Source: an optimization exercise on an open RTL-to-GDS flow (aim: small area, a short achievable clock period and few clock cycles per item). Production flows keep margins and buffers that such runs may drop. In this exercise RTL edits were held to simulation tests only and were not proved equivalent to the original.

==> flow/design.v <==
package cmx_pkg;
    localparam int KELVIN_W = 16;
    localparam int MARGIN_W = 10;
    localparam int DUTY_W   = 16;
    localparam int CFG_W    = 16;
    localparam int CFG_IDX_W = 2;
    localparam logic [CFG_IDX_W-1:0] CFG_WARM_KELVIN = 2'd0;
    localparam logic [CFG_IDX_W-1:0] CFG_COLD_KELVIN = 2'd1;
    localparam logic [CFG_IDX_W-1:0] CFG_SNAP_MARGIN = 2'd2;
    localparam logic [CFG_IDX_W-1:0] CFG_PWM_FULL    = 2'd3;
    localparam logic [KELVIN_W-1:0] RST_WARM_KELVIN = 16'd2700;
    localparam logic [KELVIN_W-1:0] RST_COLD_KELVIN = 16'd6500;
    localparam logic [MARGIN_W-1:0] RST_SNAP_MARGIN = 10'd75;
    localparam logic [DUTY_W-1:0]   RST_PWM_FULL    = 16'd1023;
    function automatic logic [26:0] booth16(input logic [16:0] b);
        logic [18:0] x;
        x = {1'b0, b, 1'b0};
        for (int i = 0; i < 9; i++) begin
            booth16[3*i+2] = x[2*i+1] ^ x[2*i];
            booth16[3*i+1] = (x[2*i+2] & !x[2*i+1] & !x[2*i]) | (!x[2*i+2] & x[2*i+1] & x[2*i]);
            booth16[3*i]   = x[2*i+2];
        end
    endfunction
endpackage
module cmx_csa #(
    parameter int NR = 16,
    parameter int W  = 32
) (
    input  logic [NR-1:0][W-1:0] i_rows,
    output logic [W-1:0]         o_s,
    output logic [W-1:0]         o_c
);
    function automatic int rows_at(input int lv);
        rows_at = NR;
        for (int i = 0; i < lv; i++) begin
            if (rows_at > 2) rows_at = (rows_at / 3) * 2 + (rows_at % 3);
        end
    endfunction
    function automatic int levels();
        levels = 0;
        for (int i = 0; i < 12; i++) begin
            if (rows_at(i) > 2) levels = i + 1;
        end
    endfunction
    localparam int NL = levels();
    logic [W-1:0] r [NL+1][NR];
    for (genvar i = 0; i < NR; i++) begin : g_in
        assign r[0][i] = i_rows[i];
    end
    for (genvar lv = 0; lv < NL; lv++) begin : g_lv
        localparam int N  = rows_at(lv);
        localparam int NG = N / 3;
        for (genvar g = 0; g < NG; g++) begin : g_fa
            assign r[lv+1][2*g]   = r[lv][3*g] ^ r[lv][3*g+1] ^ r[lv][3*g+2];
            assign r[lv+1][2*g+1] = ((r[lv][3*g] & r[lv][3*g+1]) | (r[lv][3*g] & r[lv][3*g+2])
                                     | (r[lv][3*g+1] & r[lv][3*g+2])) << 1;
        end
        for (genvar k = 3 * NG; k < N; k++) begin : g_pass
            assign r[lv+1][2*NG+k-3*NG] = r[lv][k];
        end
        for (genvar k = 2 * NG + N - 3 * NG; k < NR; k++) begin : g_zero
            assign r[lv+1][k] = '0;
        end
    end
    assign o_s = r[NL][0];
    assign o_c = (NR > 1) ? r[NL][1] : '0;
endmodule
module cmx_mulcs #(
    parameter int AW = 16,
    parameter int BW = 16,
    parameter int W  = AW + BW
) (
    input  logic [AW-1:0] i_a,
    input  logic [BW-1:0] i_b,
    output logic [W-1:0]  o_s,
    output logic [W-1:0]  o_c
);
    logic [BW-1:0][W-1:0] rows;
    always_comb begin
        for (int i = 0; i < BW; i++) rows[i] = W'(i_a & {AW{i_b[i]}}) << i;
    end
    cmx_csa #(.NR(BW), .W(W)) u_csa (.i_rows(rows), .o_s(o_s), .o_c(o_c));
endmodule
module cmx_sqcs (
    input  logic [15:0] i_a,
    output logic [31:0] o_s,
    output logic [31:0] o_c
);
    localparam int NR = 9;
    logic [NR-1:0][31:0] rows;
    assign rows[0][0] = i_a[0];
    assign rows[0][1] = 1'b0;
    assign rows[0][2] = i_a[1];
    assign rows[0][3] = (i_a[0] & i_a[2]);
    assign rows[0][4] = i_a[2];
    assign rows[0][5] = (i_a[0] & i_a[4]);
    assign rows[0][6] = i_a[3];
    assign rows[0][7] = (i_a[0] & i_a[6]);
    assign rows[0][8] = i_a[4];
    assign rows[0][9] = (i_a[0] & i_a[8]);
    assign rows[0][10] = i_a[5];
    assign rows[0][11] = (i_a[0] & i_a[10]);
    assign rows[0][12] = i_a[6];
    assign rows[0][13] = (i_a[0] & i_a[12]);
    assign rows[0][14] = i_a[7];
    assign rows[0][15] = (i_a[0] & i_a[14]);
    assign rows[0][16] = i_a[8];
    assign rows[0][17] = (i_a[1] & i_a[15]);
    assign rows[0][18] = i_a[9];
    assign rows[0][19] = (i_a[3] & i_a[15]);
    assign rows[0][20] = i_a[10];
    assign rows[0][21] = (i_a[5] & i_a[15]);
    assign rows[0][22] = i_a[11];
    assign rows[0][23] = (i_a[7] & i_a[15]);
    assign rows[0][24] = i_a[12];
    assign rows[0][25] = (i_a[9] & i_a[15]);
    assign rows[0][26] = i_a[13];
    assign rows[0][27] = (i_a[11] & i_a[15]);
    assign rows[0][28] = i_a[14];
    assign rows[0][29] = (i_a[13] & i_a[15]);
    assign rows[0][30] = i_a[15];
    assign rows[0][31] = 1'b0;
    assign rows[1][0] = 1'b0;
    assign rows[1][1] = 1'b0;
    assign rows[1][2] = (i_a[0] & i_a[1]);
    assign rows[1][3] = 1'b0;
    assign rows[1][4] = (i_a[0] & i_a[3]);
    assign rows[1][5] = (i_a[1] & i_a[3]);
    assign rows[1][6] = (i_a[0] & i_a[5]);
    assign rows[1][7] = (i_a[1] & i_a[5]);
    assign rows[1][8] = (i_a[0] & i_a[7]);
    assign rows[1][9] = (i_a[1] & i_a[7]);
    assign rows[1][10] = (i_a[0] & i_a[9]);
    assign rows[1][11] = (i_a[1] & i_a[9]);
    assign rows[1][12] = (i_a[0] & i_a[11]);
    assign rows[1][13] = (i_a[1] & i_a[11]);
    assign rows[1][14] = (i_a[0] & i_a[13]);
    assign rows[1][15] = (i_a[1] & i_a[13]);
    assign rows[1][16] = (i_a[0] & i_a[15]);
    assign rows[1][17] = (i_a[2] & i_a[14]);
    assign rows[1][18] = (i_a[2] & i_a[15]);
    assign rows[1][19] = (i_a[4] & i_a[14]);
    assign rows[1][20] = (i_a[4] & i_a[15]);
    assign rows[1][21] = (i_a[6] & i_a[14]);
    assign rows[1][22] = (i_a[6] & i_a[15]);
    assign rows[1][23] = (i_a[8] & i_a[14]);
    assign rows[1][24] = (i_a[8] & i_a[15]);
    assign rows[1][25] = (i_a[10] & i_a[14]);
    assign rows[1][26] = (i_a[10] & i_a[15]);
    assign rows[1][27] = (i_a[12] & i_a[14]);
    assign rows[1][28] = (i_a[12] & i_a[15]);
    assign rows[1][29] = 1'b0;
    assign rows[1][30] = (i_a[14] & i_a[15]);
    assign rows[1][31] = 1'b0;
    assign rows[2][0] = 1'b0;
    assign rows[2][1] = 1'b0;
    assign rows[2][2] = 1'b0;
    assign rows[2][3] = 1'b0;
    assign rows[2][4] = (i_a[1] & i_a[2]);
    assign rows[2][5] = 1'b0;
    assign rows[2][6] = (i_a[1] & i_a[4]);
    assign rows[2][7] = (i_a[2] & i_a[4]);
    assign rows[2][8] = (i_a[1] & i_a[6]);
    assign rows[2][9] = (i_a[2] & i_a[6]);
    assign rows[2][10] = (i_a[1] & i_a[8]);
    assign rows[2][11] = (i_a[2] & i_a[8]);
    assign rows[2][12] = (i_a[1] & i_a[10]);
    assign rows[2][13] = (i_a[2] & i_a[10]);
    assign rows[2][14] = (i_a[1] & i_a[12]);
    assign rows[2][15] = (i_a[2] & i_a[12]);
    assign rows[2][16] = (i_a[1] & i_a[14]);
    assign rows[2][17] = (i_a[3] & i_a[13]);
    assign rows[2][18] = (i_a[3] & i_a[14]);
    assign rows[2][19] = (i_a[5] & i_a[13]);
    assign rows[2][20] = (i_a[5] & i_a[14]);
    assign rows[2][21] = (i_a[7] & i_a[13]);
    assign rows[2][22] = (i_a[7] & i_a[14]);
    assign rows[2][23] = (i_a[9] & i_a[13]);
    assign rows[2][24] = (i_a[9] & i_a[14]);
    assign rows[2][25] = (i_a[11] & i_a[13]);
    assign rows[2][26] = (i_a[11] & i_a[14]);
    assign rows[2][27] = 1'b0;
    assign rows[2][28] = (i_a[13] & i_a[14]);
    assign rows[2][29] = 1'b0;
    assign rows[2][30] = 1'b0;
    assign rows[2][31] = 1'b0;
    assign rows[3][0] = 1'b0;
    assign rows[3][1] = 1'b0;
    assign rows[3][2] = 1'b0;
    assign rows[3][3] = 1'b0;
    assign rows[3][4] = 1'b0;
    assign rows[3][5] = 1'b0;
    assign rows[3][6] = (i_a[2] & i_a[3]);
    assign rows[3][7] = 1'b0;
    assign rows[3][8] = (i_a[2] & i_a[5]);
    assign rows[3][9] = (i_a[3] & i_a[5]);
    assign rows[3][10] = (i_a[2] & i_a[7]);
    assign rows[3][11] = (i_a[3] & i_a[7]);
    assign rows[3][12] = (i_a[2] & i_a[9]);
    assign rows[3][13] = (i_a[3] & i_a[9]);
    assign rows[3][14] = (i_a[2] & i_a[11]);
    assign rows[3][15] = (i_a[3] & i_a[11]);
    assign rows[3][16] = (i_a[2] & i_a[13]);
    assign rows[3][17] = (i_a[4] & i_a[12]);
    assign rows[3][18] = (i_a[4] & i_a[13]);
    assign rows[3][19] = (i_a[6] & i_a[12]);
    assign rows[3][20] = (i_a[6] & i_a[13]);
    assign rows[3][21] = (i_a[8] & i_a[12]);
    assign rows[3][22] = (i_a[8] & i_a[13]);
    assign rows[3][23] = (i_a[10] & i_a[12]);
    assign rows[3][24] = (i_a[10] & i_a[13]);
    assign rows[3][25] = 1'b0;
    assign rows[3][26] = (i_a[12] & i_a[13]);
    assign rows[3][27] = 1'b0;
    assign rows[3][28] = 1'b0;
    assign rows[3][29] = 1'b0;
    assign rows[3][30] = 1'b0;
    assign rows[3][31] = 1'b0;
    assign rows[4][0] = 1'b0;
    assign rows[4][1] = 1'b0;
    assign rows[4][2] = 1'b0;
    assign rows[4][3] = 1'b0;
    assign rows[4][4] = 1'b0;
    assign rows[4][5] = 1'b0;
    assign rows[4][6] = 1'b0;
    assign rows[4][7] = 1'b0;
    assign rows[4][8] = (i_a[3] & i_a[4]);
    assign rows[4][9] = 1'b0;
    assign rows[4][10] = (i_a[3] & i_a[6]);
    assign rows[4][11] = (i_a[4] & i_a[6]);
    assign rows[4][12] = (i_a[3] & i_a[8]);
    assign rows[4][13] = (i_a[4] & i_a[8]);
    assign rows[4][14] = (i_a[3] & i_a[10]);
    assign rows[4][15] = (i_a[4] & i_a[10]);
    assign rows[4][16] = (i_a[3] & i_a[12]);
    assign rows[4][17] = (i_a[5] & i_a[11]);
    assign rows[4][18] = (i_a[5] & i_a[12]);
    assign rows[4][19] = (i_a[7] & i_a[11]);
    assign rows[4][20] = (i_a[7] & i_a[12]);
    assign rows[4][21] = (i_a[9] & i_a[11]);
    assign rows[4][22] = (i_a[9] & i_a[12]);
    assign rows[4][23] = 1'b0;
    assign rows[4][24] = (i_a[11] & i_a[12]);
    assign rows[4][25] = 1'b0;
    assign rows[4][26] = 1'b0;
    assign rows[4][27] = 1'b0;
    assign rows[4][28] = 1'b0;
    assign rows[4][29] = 1'b0;
    assign rows[4][30] = 1'b0;
    assign rows[4][31] = 1'b0;
    assign rows[5][0] = 1'b0;
    assign rows[5][1] = 1'b0;
    assign rows[5][2] = 1'b0;
    assign rows[5][3] = 1'b0;
    assign rows[5][4] = 1'b0;
    assign rows[5][5] = 1'b0;
    assign rows[5][6] = 1'b0;
    assign rows[5][7] = 1'b0;
    assign rows[5][8] = 1'b0;
    assign rows[5][9] = 1'b0;
    assign rows[5][10] = (i_a[4] & i_a[5]);
    assign rows[5][11] = 1'b0;
    assign rows[5][12] = (i_a[4] & i_a[7]);
    assign rows[5][13] = (i_a[5] & i_a[7]);
    assign rows[5][14] = (i_a[4] & i_a[9]);
    assign rows[5][15] = (i_a[5] & i_a[9]);
    assign rows[5][16] = (i_a[4] & i_a[11]);
    assign rows[5][17] = (i_a[6] & i_a[10]);
    assign rows[5][18] = (i_a[6] & i_a[11]);
    assign rows[5][19] = (i_a[8] & i_a[10]);
    assign rows[5][20] = (i_a[8] & i_a[11]);
    assign rows[5][21] = 1'b0;
    assign rows[5][22] = (i_a[10] & i_a[11]);
    assign rows[5][23] = 1'b0;
    assign rows[5][24] = 1'b0;
    assign rows[5][25] = 1'b0;
    assign rows[5][26] = 1'b0;
    assign rows[5][27] = 1'b0;
    assign rows[5][28] = 1'b0;
    assign rows[5][29] = 1'b0;
    assign rows[5][30] = 1'b0;
    assign rows[5][31] = 1'b0;
    assign rows[6][0] = 1'b0;
    assign rows[6][1] = 1'b0;
    assign rows[6][2] = 1'b0;
    assign rows[6][3] = 1'b0;
    assign rows[6][4] = 1'b0;
    assign rows[6][5] = 1'b0;
    assign rows[6][6] = 1'b0;
    assign rows[6][7] = 1'b0;
    assign rows[6][8] = 1'b0;
    assign rows[6][9] = 1'b0;
    assign rows[6][10] = 1'b0;
    assign rows[6][11] = 1'b0;
    assign rows[6][12] = (i_a[5] & i_a[6]);
    assign rows[6][13] = 1'b0;
    assign rows[6][14] = (i_a[5] & i_a[8]);
    assign rows[6][15] = (i_a[6] & i_a[8]);
    assign rows[6][16] = (i_a[5] & i_a[10]);
    assign rows[6][17] = (i_a[7] & i_a[9]);
    assign rows[6][18] = (i_a[7] & i_a[10]);
    assign rows[6][19] = 1'b0;
    assign rows[6][20] = (i_a[9] & i_a[10]);
    assign rows[6][21] = 1'b0;
    assign rows[6][22] = 1'b0;
    assign rows[6][23] = 1'b0;
    assign rows[6][24] = 1'b0;
    assign rows[6][25] = 1'b0;
    assign rows[6][26] = 1'b0;
    assign rows[6][27] = 1'b0;
    assign rows[6][28] = 1'b0;
    assign rows[6][29] = 1'b0;
    assign rows[6][30] = 1'b0;
    assign rows[6][31] = 1'b0;
    assign rows[7][0] = 1'b0;
    assign rows[7][1] = 1'b0;
    assign rows[7][2] = 1'b0;
    assign rows[7][3] = 1'b0;
    assign rows[7][4] = 1'b0;
    assign rows[7][5] = 1'b0;
    assign rows[7][6] = 1'b0;
    assign rows[7][7] = 1'b0;
    assign rows[7][8] = 1'b0;
    assign rows[7][9] = 1'b0;
    assign rows[7][10] = 1'b0;
    assign rows[7][11] = 1'b0;
    assign rows[7][12] = 1'b0;
    assign rows[7][13] = 1'b0;
    assign rows[7][14] = (i_a[6] & i_a[7]);
    assign rows[7][15] = 1'b0;
    assign rows[7][16] = (i_a[6] & i_a[9]);
    assign rows[7][17] = 1'b0;
    assign rows[7][18] = (i_a[8] & i_a[9]);
    assign rows[7][19] = 1'b0;
    assign rows[7][20] = 1'b0;
    assign rows[7][21] = 1'b0;
    assign rows[7][22] = 1'b0;
    assign rows[7][23] = 1'b0;
    assign rows[7][24] = 1'b0;
    assign rows[7][25] = 1'b0;
    assign rows[7][26] = 1'b0;
    assign rows[7][27] = 1'b0;
    assign rows[7][28] = 1'b0;
    assign rows[7][29] = 1'b0;
    assign rows[7][30] = 1'b0;
    assign rows[7][31] = 1'b0;
    assign rows[8][0] = 1'b0;
    assign rows[8][1] = 1'b0;
    assign rows[8][2] = 1'b0;
    assign rows[8][3] = 1'b0;
    assign rows[8][4] = 1'b0;
    assign rows[8][5] = 1'b0;
    assign rows[8][6] = 1'b0;
    assign rows[8][7] = 1'b0;
    assign rows[8][8] = 1'b0;
    assign rows[8][9] = 1'b0;
    assign rows[8][10] = 1'b0;
    assign rows[8][11] = 1'b0;
    assign rows[8][12] = 1'b0;
    assign rows[8][13] = 1'b0;
    assign rows[8][14] = 1'b0;
    assign rows[8][15] = 1'b0;
    assign rows[8][16] = (i_a[7] & i_a[8]);
    assign rows[8][17] = 1'b0;
    assign rows[8][18] = 1'b0;
    assign rows[8][19] = 1'b0;
    assign rows[8][20] = 1'b0;
    assign rows[8][21] = 1'b0;
    assign rows[8][22] = 1'b0;
    assign rows[8][23] = 1'b0;
    assign rows[8][24] = 1'b0;
    assign rows[8][25] = 1'b0;
    assign rows[8][26] = 1'b0;
    assign rows[8][27] = 1'b0;
    assign rows[8][28] = 1'b0;
    assign rows[8][29] = 1'b0;
    assign rows[8][30] = 1'b0;
    assign rows[8][31] = 1'b0;
    cmx_csa #(.NR(NR), .W(32)) u_csa (.i_rows(rows), .o_s(o_s), .o_c(o_c));
endmodule
module cmx_mulbcs #(
    parameter int AW = 16,
    parameter int W  = 32
) (
    input  logic [AW-1:0] i_a,
    input  logic [26:0]   i_b,
    output logic [W-1:0]  o_s,
    output logic [W-1:0]  o_c
);
    localparam int T0 = AW + 1;
    function automatic logic [W-1:0] cneg();
        logic [W-1:0] c;
        c = '0;
        for (int i = 0; i < 9; i++) begin
            if (2 * i + AW + 1 < W) c = c - (W'(1) << (2 * i + AW + 1));
        end
        cneg = c;
    endfunction
    localparam logic [W-1:0]    CN  = cneg();
    localparam logic [W-T0-1:0] CH0 = CN[W-1:T0];
    localparam logic [W-T0-1:0] CH1 = CN[W-1:T0] + 1'b1;
    logic [8:0][W-1:0] rows;
    for (genvar i = 0; i < 9; i++) begin : g_row
        logic        one, two, neg;
        logic [AW:0] m, v;
        assign one = i_b[3*i+2];
        assign two = i_b[3*i+1];
        assign neg = i_b[3*i];
        assign m   = one ? {1'b0, i_a} : (two ? {i_a, 1'b0} : '0);
        assign v   = neg ? ~m : m;
        if (i == 0) begin : g_first
            assign rows[i] = {neg ? CH0 : CH1, v};
        end else begin : g_next
            logic [W-1:0] rv, nb;
            assign rv      = {{(W-AW-2){1'b0}}, !neg, v};
            assign nb      = {{(W-1){1'b0}}, i_b[3*(i-1)]};
            assign rows[i] = (rv << (2 * i)) | (nb << (2 * (i - 1)));
        end
    end
    cmx_csa #(.NR(9), .W(W)) u_csa (.i_rows(rows), .o_s(o_s), .o_c(o_c));
endmodule
module cmx_div (
    input  logic [33:0] i_ws,
    input  logic [33:0] i_wc,
    input  logic [30:0] i_d,
    output logic [33:0] o_ws,
    output logic [33:0] o_wc,
    output logic [1:0]  o_qp,
    output logic [1:0]  o_qn
);
    logic [33:0] dv;
    assign dv = {3'b001, i_d};
    function automatic logic [33:0] addend(input logic qp, input logic qn, input logic [33:0] d);
        addend = qp ? ~d : (qn ? d : 34'd0);
    endfunction
    function automatic logic [67:0] step(input logic [33:0] ws, input logic [33:0] wc,
                                         input logic qp, input logic qn, input logic [33:0] d);
        logic [33:0] a, b, y, s, c;
        a = {ws[32:0], 1'b0};
        b = {wc[32:0], 1'b0};
        y = addend(qp, qn, d);
        s = a ^ b ^ y;
        c = {(a[32:0] & b[32:0]) | (a[32:0] & y[32:0]) | (b[32:0] & y[32:0]), qp};
        step = {s, c};
    endfunction
    function automatic logic [1:0] digit(input logic [3:0] es, input logic [3:0] ec);
        logic [3:0] e;
        e = es + ec;
        digit = {!e[3], e[3] && (e != 4'hF)};
    endfunction
    logic [1:0]  q0, q1;
    logic [33:0] ws1, wc1, ws2, wc2;
    assign q0 = digit(i_ws[33:30], i_wc[33:30]);
    assign {ws1, wc1} = step(i_ws, i_wc, q0[1], q0[0], dv);
    logic [5:0] t1s [3];
    logic [5:0] t1c [3];
    logic [1:0] e1  [3];
    for (genvar k = 0; k < 3; k++) begin : g_t1
        localparam logic KP = (k == 0);
        localparam logic KN = (k == 2);
        logic [33:0] y;
        assign y = addend(KP, KN, dv);
        for (genvar b = 28; b < 34; b++) begin : g_b
            assign t1s[k][b-28] = i_ws[b-1] ^ i_wc[b-1] ^ y[b];
            assign t1c[k][b-28] = (i_ws[b-2] & i_wc[b-2]) | (i_ws[b-2] & y[b-1]) | (i_wc[b-2] & y[b-1]);
        end
        assign e1[k] = digit(t1s[k][5:2], t1c[k][5:2]);
    end
    assign q1 = q0[1] ? e1[0] : (q0[0] ? e1[2] : e1[1]);
    assign {ws2, wc2} = step(ws1, wc1, q1[1], q1[0], dv);
    assign o_ws = ws2;
    assign o_wc = wc2;
    assign o_qp = {q0[1], q1[1]};
    assign o_qn = {q0[0], q1[0]};
endmodule
module cct_two_channel_led_mixer_unit #(
    parameter int FRAC_BITS = 16
) (
    input  logic                                i_clk,
    input  logic                                i_rst_n,
    input  logic                                i_cfg_we,
    input  logic [cmx_pkg::CFG_IDX_W-1:0]       i_cfg_idx,
    input  logic [cmx_pkg::CFG_W-1:0]           i_cfg_data,
    input  logic                                i_in_valid,
    output logic                                o_in_ready,
    input  logic                                i_in_light_on,
    input  logic [FRAC_BITS:0]                  i_in_level,
    input  logic [cmx_pkg::KELVIN_W-1:0]        i_in_color_temp,
    output logic                                o_out_valid,
    input  logic                                i_out_ready,
    output logic [cmx_pkg::DUTY_W-1:0]          o_out_warm_duty,
    output logic [cmx_pkg::DUTY_W-1:0]          o_out_cold_duty,
    output logic                                o_out_level_rejected
);
    localparam int DIV_SPS = 2;                  
    localparam int NDS     = 16 / DIV_SPS;       
    function automatic logic [3:0] lzc16(input logic [15:0] x);
        lzc16 = 4'd15;
        for (int i = 0; i < 16; i++) begin
            if (x[i]) lzc16 = 4'(15 - i);
        end
    endfunction
    logic [15:0] r_warm_k;
    logic [15:0] r_cold_k;
    logic [9:0]  r_margin;
    logic [15:0] r_pwm_full;
    always_ff @(posedge i_clk) begin
        if (!i_rst_n) begin
            r_warm_k   <= cmx_pkg::RST_WARM_KELVIN;
            r_cold_k   <= cmx_pkg::RST_COLD_KELVIN;
            r_margin   <= cmx_pkg::RST_SNAP_MARGIN;
            r_pwm_full <= cmx_pkg::RST_PWM_FULL;
        end else if (i_cfg_we) begin
            case (i_cfg_idx)
                cmx_pkg::CFG_WARM_KELVIN: r_warm_k   <= i_cfg_data;
                cmx_pkg::CFG_COLD_KELVIN: r_cold_k   <= i_cfg_data;
                cmx_pkg::CFG_SNAP_MARGIN: r_margin   <= i_cfg_data[9:0];
                cmx_pkg::CFG_PWM_FULL:    r_pwm_full <= i_cfg_data;
                default: begin
                end
            endcase
        end
    end
    logic        r_cw_le;         
    logic [16:0] r_wm;            
    logic [16:0] r_cm;            
    logic        r_cm_neg;        
    logic        r_w0;            
    logic [15:0] r_cw;            
    logic [26:0] r_cwb;           
    logic [26:0] r_cb;            
    logic [26:0] r_pb;            
    logic [3:0]  r_cwz;           
    always_ff @(posedge i_clk) begin
        r_cw_le  <= (r_cold_k <= r_warm_k);
        r_wm     <= {1'b0, r_warm_k} + 17'(r_margin);
        r_cm     <= {1'b0, r_cold_k} - 17'(r_margin);
        r_cm_neg <= (17'(r_margin) > {1'b0, r_cold_k});
        r_w0     <= (r_warm_k == 16'd0);
        r_cw     <= r_cold_k - r_warm_k;
        r_cwz    <= lzc16(r_cw);
        r_cwb    <= cmx_pkg::booth16({1'b0, r_cw << lzc16(r_cw)});
        r_cb     <= cmx_pkg::booth16({1'b0, r_cold_k});
        r_pb     <= cmx_pkg::booth16({1'b0, r_pwm_full});
    end
    logic r_adv;
    logic r_rdy;                  
    logic r_q0_v, r_q1_v;
    logic push, pop;
    logic q0_v_n, q1_v_n;
    logic        r0_v, r0_on, r0_rej, r0_sq;
    logic [16:0] r0_lv;
    logic [15:0] r0_ct;
    always_ff @(posedge i_clk) begin
        if (!i_rst_n) r0_v <= 1'b0;
        else if (r_adv) r0_v <= i_in_valid;
    end
    always_ff @(posedge i_clk) begin
        if (r_adv) begin
            r0_on  <= i_in_light_on;
            r0_lv  <= i_in_level;
            r0_ct  <= i_in_color_temp;
            r0_rej <= i_in_level[16] && (|i_in_level[15:0]);
            r0_sq  <= (i_in_level > 17'd9830);
        end
    end
    localparam logic [14:0] LIN_M = 15'd19661;    
    logic [3:0]  tz;
    logic [15:0] tw;
    logic [31:0] sq_s, sq_c;
    logic [28:0] lin_s, lin_c;
    logic [7:0][28:0] lin_rows;
    logic        snap0, snap1;
    logic        r1_v, r1_on, r1_rej, r1_sq, r1_l16, r1_mix, r1_one;
    logic [15:0] r1_tn, r1_an;
    logic [31:0] r1_sq_s, r1_sq_c;
    logic [28:0] r1_lin_s, r1_lin_c;
    assign tz = lzc16(r0_ct);
    assign tw = r0_ct - r_warm_k;
    cmx_sqcs u_sq (.i_a(r0_lv[15:0]), .o_s(sq_s), .o_c(sq_c));
    always_comb begin
        int n;
        n = 0;
        lin_rows = '0;
        for (int i = 0; i < 15; i++) begin
            if (LIN_M[i]) begin
                lin_rows[n] = 29'(r0_lv[13:0]) << i;
                n = n + 1;
            end
        end
    end
    cmx_csa #(.NR(8), .W(29)) u_lin (.i_rows(lin_rows), .o_s(lin_s), .o_c(lin_c));
    assign snap0 = r_cw_le || ({1'b0, r0_ct} <= r_wm);
    assign snap1 = r_cm_neg || ({1'b0, r0_ct} >= r_cm);
    always_ff @(posedge i_clk) begin
        if (!i_rst_n) r1_v <= 1'b0;
        else if (r_adv) r1_v <= r0_v;
    end
    always_ff @(posedge i_clk) begin
        if (r_adv) begin
            r1_on    <= r0_on;
            r1_rej   <= r0_rej;
            r1_sq    <= r0_sq;
            r1_l16   <= r0_lv[16];
            r1_mix   <= !snap0 && !snap1 && !r_w0;
            r1_one   <= !snap0 && (snap1 || r_w0);
            r1_tn    <= r0_ct << tz;
            r1_an    <= tw << tz;
            r1_sq_s  <= sq_s;
            r1_sq_c  <= sq_c;
            r1_lin_s <= lin_s;
            r1_lin_c <= lin_c;
        end
    end
    logic [31:0] lsq;
    logic [28:0] llin;
    logic [16:0] k_new, k_eff, r_kept;
    logic [31:0] ds, dc, ns, nc;
    logic        r2_v, r2_rej, r2_mix, r2_one;
    logic [16:0] r2_kd;
    logic [31:0] r2_ds, r2_dc, r2_ns, r2_nc;
    assign lsq   = r1_sq_s + r1_sq_c;
    assign llin  = r1_lin_s + r1_lin_c;
    assign k_new = !r1_sq ? {6'd0, llin[27:17]} : (r1_l16 ? 17'h10000 : {1'b0, lsq[31:16]});
    assign k_eff = r1_rej ? r_kept : k_new;
    cmx_mulbcs #(.AW(16), .W(32)) u_d (.i_a(r1_tn), .i_b(r_cwb), .o_s(ds), .o_c(dc));
    cmx_mulbcs #(.AW(16), .W(32)) u_n (.i_a(r1_an), .i_b(r_cb),  .o_s(ns), .o_c(nc));
    always_ff @(posedge i_clk) begin
        if (!i_rst_n) begin
            r2_v   <= 1'b0;
            r_kept <= '0;
        end else if (r_adv) begin
            r2_v <= r1_v;
            if (r1_v) r_kept <= k_eff;
        end
    end
    always_ff @(posedge i_clk) begin
        if (r_adv) begin
            r2_rej <= r1_rej;
            r2_mix <= r1_mix;
            r2_one <= r1_one;
            r2_kd  <= r1_on ? k_eff : 17'd0;
            r2_ds  <= ds;
            r2_dc  <= dc;
            r2_ns  <= ns;
            r2_nc  <= nc;
        end
    end
    logic [31:0] d1, n1, n2;
    logic        dsh;
    assign d1  = r2_ds + r2_dc;
    assign n1  = r2_ns + r2_nc;
    assign dsh = !d1[31];
    assign n2  = n1 << r_cwz;
    logic        rd_v   [NDS+1];
    logic        rd_rej [NDS+1];
    logic        rd_mix [NDS+1];
    logic        rd_one [NDS+1];
    logic [16:0] rd_kd  [NDS+1];
    logic [30:0] rd_d   [NDS+1];
    logic [33:0] rd_ws  [NDS+1];
    logic [33:0] rd_wc  [NDS+1];
    logic [15:0] rd_qp  [NDS+1];
    logic [15:0] rd_qn  [NDS+1];
    always_ff @(posedge i_clk) begin
        if (!i_rst_n) rd_v[0] <= 1'b0;
        else if (r_adv) rd_v[0] <= r2_v;
    end
    always_ff @(posedge i_clk) begin
        if (r_adv) begin
            rd_rej[0] <= r2_rej;
            rd_mix[0] <= r2_mix;
            rd_one[0] <= r2_one;
            rd_kd[0]  <= r2_kd;
            rd_d[0]   <= dsh ? {d1[29:0], 1'b0} : d1[30:0];
            rd_ws[0]  <= {2'b00, dsh ? {n2[30:0], 1'b0} : n2};
            rd_wc[0]  <= '0;
            rd_qp[0]  <= '0;
            rd_qn[0]  <= '0;
        end
    end
    for (genvar g = 0; g < NDS; g++) begin : g_div
        logic [33:0]        ws_n, wc_n;
        logic [DIV_SPS-1:0] qp, qn;
        cmx_div u_div (
            .i_ws (rd_ws[g]),
            .i_wc (rd_wc[g]),
            .i_d  (rd_d[g]),
            .o_ws (ws_n),
            .o_wc (wc_n),
            .o_qp (qp),
            .o_qn (qn)
        );
        always_ff @(posedge i_clk) begin
            if (!i_rst_n) rd_v[g+1] <= 1'b0;
            else if (r_adv) rd_v[g+1] <= rd_v[g];
        end
        always_ff @(posedge i_clk) begin
            if (r_adv) begin
                rd_rej[g+1] <= rd_rej[g];
                rd_mix[g+1] <= rd_mix[g];
                rd_one[g+1] <= rd_one[g];
                rd_kd[g+1]  <= rd_kd[g];
                rd_d[g+1]   <= rd_d[g];
                rd_ws[g+1]  <= ws_n;
                rd_wc[g+1]  <= wc_n;
                rd_qp[g+1]  <= 16'({rd_qp[g], qp});
                rd_qn[g+1]  <= 16'({rd_qn[g], qn});
            end
        end
    end
    logic [33:0] wfin;
    logic [15:0] quo0, quo1;
    logic        rc_v, rc_rej;
    logic [16:0] rc_kd, rc_s;
    logic [26:0] rc_kb;
    assign wfin = rd_ws[NDS] + rd_wc[NDS];
    assign quo1 = rd_qp[NDS] + ~rd_qn[NDS];           
    assign quo0 = rd_qp[NDS] + ~rd_qn[NDS] + 16'd1;   
    always_ff @(posedge i_clk) begin
        if (!i_rst_n) rc_v <= 1'b0;
        else if (r_adv) rc_v <= rd_v[NDS];
    end
    always_ff @(posedge i_clk) begin
        if (r_adv) begin
            rc_rej <= rd_rej[NDS];
            rc_kd  <= rd_kd[NDS];
            rc_kb  <= cmx_pkg::booth16(rd_kd[NDS]);
            rc_s   <= rd_one[NDS] ? 17'h10000
                    : (rd_mix[NDS] ? {1'b0, wfin[33] ? quo1 : quo0} : 17'd0);
        end
    end
    logic [32:0] ms, mc;
    logic        rm_v, rm_rej;
    logic [16:0] rm_kd;
    logic [32:0] rm_s, rm_c;
    cmx_mulbcs #(.AW(17), .W(33)) u_m (.i_a(rc_s), .i_b(rc_kb), .o_s(ms), .o_c(mc));
    always_ff @(posedge i_clk) begin
        if (!i_rst_n) rm_v <= 1'b0;
        else if (r_adv) rm_v <= rc_v;
    end
    always_ff @(posedge i_clk) begin
        if (r_adv) begin
            rm_rej <= rc_rej;
            rm_kd  <= rc_kd;
            rm_s   <= ms;
            rm_c   <= mc;
        end
    end
    logic [32:0] sk, xa, xs, xc, xt;
    logic        rx_v, rx_rej;
    logic [16:0] rx_x, rx_y;
    assign sk = rm_s + rm_c;
    assign xa = {rm_kd[16:0], 16'h0001};
    assign xs = xa ^ ~rm_s ^ ~rm_c;
    assign xc = {((xa[31:0] & ~rm_s[31:0]) | (xa[31:0] & ~rm_c[31:0]) | (~rm_s[31:0] & ~rm_c[31:0])), 1'b1};
    assign xt = xs + xc;
    always_ff @(posedge i_clk) begin
        if (!i_rst_n) rx_v <= 1'b0;
        else if (r_adv) rx_v <= rm_v;
    end
    always_ff @(posedge i_clk) begin
        if (r_adv) begin
            rx_rej <= rm_rej;
            rx_y   <= sk[32:16];
            rx_x   <= xt[32:16];
        end
    end
    logic [31:0] pxs, pxc, pys, pyc;
    logic        rp_v, rp_rej;
    logic [31:0] rp_xs, rp_xc, rp_ys, rp_yc;
    cmx_mulbcs #(.AW(17), .W(32)) u_px (.i_a(rx_x), .i_b(r_pb), .o_s(pxs), .o_c(pxc));
    cmx_mulbcs #(.AW(17), .W(32)) u_py (.i_a(rx_y), .i_b(r_pb), .o_s(pys), .o_c(pyc));
    always_ff @(posedge i_clk) begin
        if (!i_rst_n) rp_v <= 1'b0;
        else if (r_adv) rp_v <= rx_v;
    end
    always_ff @(posedge i_clk) begin
        if (r_adv) begin
            rp_rej <= rx_rej;
            rp_xs  <= pxs;
            rp_xc  <= pxc;
            rp_ys  <= pys;
            rp_yc  <= pyc;
        end
    end
    logic [31:0] xp, yp;
    logic [15:0] warm, cold;
    assign xp   = rp_xs + rp_xc;
    assign yp   = rp_ys + rp_yc;
    assign warm = xp[31:16];
    assign cold = yp[31:16];
    logic [15:0] r_q0_warm, r_q0_cold, r_q1_warm, r_q1_cold;
    logic        r_q0_rej, r_q1_rej;
    assign push   = r_adv && rp_v;
    assign pop    = r_q0_v && i_out_ready;
    assign q0_v_n = pop ? (r_q1_v || push) : (r_q0_v || push);
    assign q1_v_n = pop ? (r_q1_v && push) : (r_q1_v || (r_q0_v && push));
    always_ff @(posedge i_clk) begin
        if (!i_rst_n) begin
            r_q0_v <= 1'b0;
            r_q1_v <= 1'b0;
            r_adv  <= 1'b1;
            r_rdy  <= 1'b0;
        end else begin
            r_q0_v <= q0_v_n;
            r_q1_v <= q1_v_n;
            r_adv  <= !(q0_v_n && q1_v_n);
            r_rdy  <= !(q0_v_n && q1_v_n);
        end
    end
    always_ff @(posedge i_clk) begin
        if (pop ? r_q1_v : !r_q0_v) begin
            r_q0_warm <= r_q1_v ? r_q1_warm : warm;
            r_q0_cold <= r_q1_v ? r_q1_cold : cold;
            r_q0_rej  <= r_q1_v ? r_q1_rej  : rp_rej;
        end else if (pop) begin
            r_q0_warm <= warm;
            r_q0_cold <= cold;
            r_q0_rej  <= rp_rej;
        end
        if (push) begin
            r_q1_warm <= warm;
            r_q1_cold <= cold;
            r_q1_rej  <= rp_rej;
        end
    end
    assign o_in_ready           = r_rdy;
    assign o_out_valid          = r_q0_v;
    assign o_out_warm_duty      = r_q0_warm;
    assign o_out_cold_duty      = r_q0_cold;
    assign o_out_level_rejected = r_q0_rej;
endmodule
==> flow/run.sh <==
#!/bin/bash
# synth_recipe.tcl (not shown) runs the flow's synth.tcl, then flattens the netlist and writes it again
# the make line also repeats each setting of config.mk as NAME=value (left out here)
make -C /OpenROAD-flow-scripts/flow DESIGN_CONFIG=/design/flow/config.mk WORK_HOME=/design/flow/orfs CLKGATE_MAP_FILE= SYNTH_SCRIPT=/design/flow/synth_recipe.tcl finish
==> flow/config.mk <==
export PLATFORM = sky130hd
export DESIGN_NAME = cct_two_channel_led_mixer_unit
export DESIGN_NICKNAME = cct_two_channel_led_mixer_unit
export VERILOG_FILES = /design/flow/design.v
export SDC_FILE = /design/flow/constraint.sdc
export NUM_CORES = 4
export LEC_CHECK = 0
export CAP_MARGIN = 20
export CORE_MARGIN = 2
export CORE_UTILIZATION = 65
export CTS_BUF_LIST = sky130_fd_sc_hd__clkbuf_8
export CTS_CLUSTER_DIAMETER = 40
export CTS_CLUSTER_SIZE = 20
export PLACE_DENSITY = 0.75
export SETUP_SLACK_MARGIN = 4.0
export SLEW_MARGIN = 20
==> flow/constraint.sdc <==
create_clock -name core_clock -period 8.0 [get_ports {i_clk}]
set_input_delay 1.6000 -clock core_clock [delete_from_list [all_inputs] [get_ports {i_clk}]]
set_output_delay 1.6000 -clock core_clock [all_outputs]
set_load 0.01 [all_outputs]
==> notes.md <==
[area by class of cell]
type | instances | area share, %
diodes | 4 | 0.00687
flip-flops and latches | 1989 | 39.5
inverters | 1173 | 3.04
multi-input cells | 7909 | 48.2
clock buffers | 321 | 3.03
well taps | 2688 | 2.31
repair buffers | 314 | 2.14
clock inverters | 236 | 1.78
repair inverters | 3 | 0.0155
[layout by cell type (no fill, tap or decap), drive strengths merged, types with 96 or more instances in the layout]
cell type / synthesis / final
a21oi: 432 / 435
a22oi: 330 / 330
and2: 134 / 134
buf: 65 / 219
clkbuf: 549 / 323
dfxtp: 224 / 224
edfxtp: 1765 / 1765
fa: 1220 / 1220
ha: 778 / 778
inv: 1158 / 1249
mux2i: 118 / 118
nand2: 1441 / 1441
nand3: 96 / 96
nor2: 489 / 489
o21ai: 862 / 862
xnor2: 780 / 781
xor2: 247 / 247
[state kept, by name (all words and copies together), names as in the netlist, 28 cells and up]
register          cells
rm_c                 28
rm_s                 33
g_div.u_div.i_ws     32
rp_ys                28
rd_qn                64
rd_qp                63
r2_ns                32
rd_wc               257
r2_ds                32
rd_d                248
rd_ws               272
rd_kd               153
rp_xs                28
[layer usage]
metal  vias up  track usage (%)  wire length, µm
met4         4             14.6            16000
met5         -                0               21
met2      3462             51.5           156000
met3       885             5.37            22600
met1     42800             39.0           124000
li1      39700                -                -
[cells by family after synthesis]
logic type | synth area share (%)
buf+inv | 5.04
mux | 1.50
fa+ha+maj | 25.6
xor+xnor | 6.74
simple gates | 8.21
compound gates | 9.87
flops | 43.1
[synth_stat cells (all sizes together) (224+ instances only)]
master,count,area [µm²]
nor2,489,1840
xnor2,780,6830
fa,1220,24400
clkbuf,549,2060
dfxtp,224,4480
xor2,247,2160
ha,778,9730
nand2,1441,5410
a22oi,330,2480
edfxtp,1765,53000
o21ai,862,4320
inv,1158,4350
a21oi,432,2160
[how the worst max path moves through the flow]
stage,start,endpoint,slack (ns),cells past startpoint
finish,rd_ws[1][30],rd_ws[2][21],4.08,16
floorplan,r_adv,r_adv,-5.20,6
global placement,rd_wc[5][30],rd_ws[6][31],3.04,11
global route,rd_wc[5][30],rd_ws[6][14],3.98,11
detailed placement,rd_wc[5][30],rd_ws[6][14],3.05,11
CTS,rd_wc[6][31],rd_ws[7][31],4.00,11
[worst max-delay path: cells and delay by family, from the launching register on]
kind                     cells  cell delay, ns
adder cells (fa/ha/maj)      3            1.11
flip-flops                   1            0.44
buffers and inverters        6            0.83
AO/OA/AOI/OAI                4            0.50
AND/OR/NAND/NOR              2            0.54
XOR/XNOR                     1            0.24
[what timing repair did]
action,4_1_cts,5_1_grt
gates cloned,17,2
gates resized for setup,95,98
pin swaps,14,17
setup endpoints to repair,615,539
hold endpoints to repair,0,0
buffers inserted,32,70
[metrics by stage]
step                      worst slack [ns]  util, %  instance area [µm²]  hold slack [ns]
after floorplan                      -5.20        -               134000            0.351
after global placement                3.04     66.8               137000            0.365
after detailed placement              3.05     66.8               137000            0.368
after CTS                             4.00     70.7               144000            0.359
after global routing                  3.98     71.2               146000            0.366
final                                 4.08     71.2               146000            0.370
==> flow_metrics.tcl <==
set metrics [dict create \
    run_status "complete, no violations" \
    cts_tree "done" \
    syn2layout_area_growth_pct 9.06 \
    syn_area_mm2 0.134 \
    fmax_ghz 0.255 \
    cp_max_fo 9 \
    crit_type "register to register" \
    ys_ff_latch 1989 \
    fin_setup_tns_ns 0 \
    hold_buffers 0 \
    layout-drive-gt1-share_pct 8.63 \
    timing.rr.start "rd_ws[1][30]" \
    drc 0 \
    hold_viol_final 0 \
    num_io_pins 92 \
    vias_per_cell 5.93 \
    multi_input_area_mm2 0.0701 \
    synth_edf_count 1765 \
    relSlewSlack_pct 29.5 \
    gp_congestion 0.958 \
    final_max_slew_viol_count 0 \
    crit_required_ns 8.81 \
    min_path_type "register to register" \
    syn_inst 11700 \
    grtUsageTotal_pct 30.7 \
    grt_pass1_wl_um 503000 \
    wirelength_um 319000 \
    synthArstFlopShare_pct 0 \
    wire_per_inst_um 21.8 \
    finalCriticalPeriod_ns 3.92 \
    yosysWarnings 31 \
    end_kind "register" \
    min_from "rd_kd[2][10]" \
    regToRegSetupSlack_ns 4.08 \
    vias 86800 \
    reg2reg_depth 16 \
    final_cells 14600 \
    layout.nets 13800 \
    worst_pin_slew_ns 1.06 \
    drt_first_pass_iters 6 \
    die_w_um 457 \
    antenna_found_initial 6 \
    cts_sinks 1989 \
    die-area_mm2 0.209 \
    overflow 0 \
    crit_chain "ha_4, inv_1, fa_2, or3_4, nor3_1, a21oi_1, xnor2_1, a21oi_4, buf_12, inv_1, o211ai_1, buf_4, buf_4, buf_8, a21oi_4, fa_1" \
    hold_depth 0 \
    core_mm2 0.204 \
    ant_nets 0 \
    dp_hpwl_um 228000 \
    ctsRootBufferMaster "clkbuf_8" \
    clk_path_buf_depth 4 \
    crit_path_top_delay_cell "fa_2" \
    port_buffers 91 \
    regArea_mm2 0.0575 \
    crit_arrival_ns 4.73 \
    clk_latency_ns 1.12 \
    postSynthAreaPerCell_um2 11.4 \
    ys_seq_area_share_pct 43.1 \
    synth_cell_types 85 \
    min_period_over_period_pct 49.0 \
    grt_setup_unrepaired "false" \
    htree_levels 5 \
    clk_pin_slew_worst_paths_ns 0.07 \
    r2r-end "rd_ws[2][21]" \
    synthFlopType "edfxtp_1" \
    post-place-cells 14000 \
    fin_skew_ns 0.112 \
    min_to "rd_kd[3][10]" \
    fillers 14300 \
    drv_cap 0 \
    dieHeight_um 457 \
    synth_nets 13700 \
    startpoint_type "register" \
    grt_max_degree 180 \
    drt-initial-drc-count 7726 \
    max_stage_delay_ns 0.49 \
    grt_pass1_vias 90600 \
    num_rows 166 \
    initial_core_util_pct 65.3 \
    setup_viol 0 \
    numCtsBuffers 315 \
]
Testbench counts, summed over its fixed seeds: cycles 2,536, items 2,400.

==> re-timing with driven ports <==
No port has a modelled driver above. Below, the same layout with a new extraction and two added sets of constraints. Step 1 assumes that a clkbuf_16 drives the clock port and a buf_2 every other input. Step 2 adds t to the input delays and takes it off the output delays; t is the mean of the earliest and latest rising clock arrival at the registers after step 1. Input paths then give back, and output paths get back, about the clock's delay inside the block. Three values: ideal, step 1, step 2; two values: the first two.
shift t [ns]: 1.165
setup WS [ns]: 4.083 / 4.083 / 3.975
worst register clock-pin slew, ns: 0.10 / 0.10
worst data-port slew with drivers (ns): 0.04
After both steps setup and hold are still met in this run. The setup slack of this run moves by 0.000 ns with the drivers and by -0.108 ns with both steps.
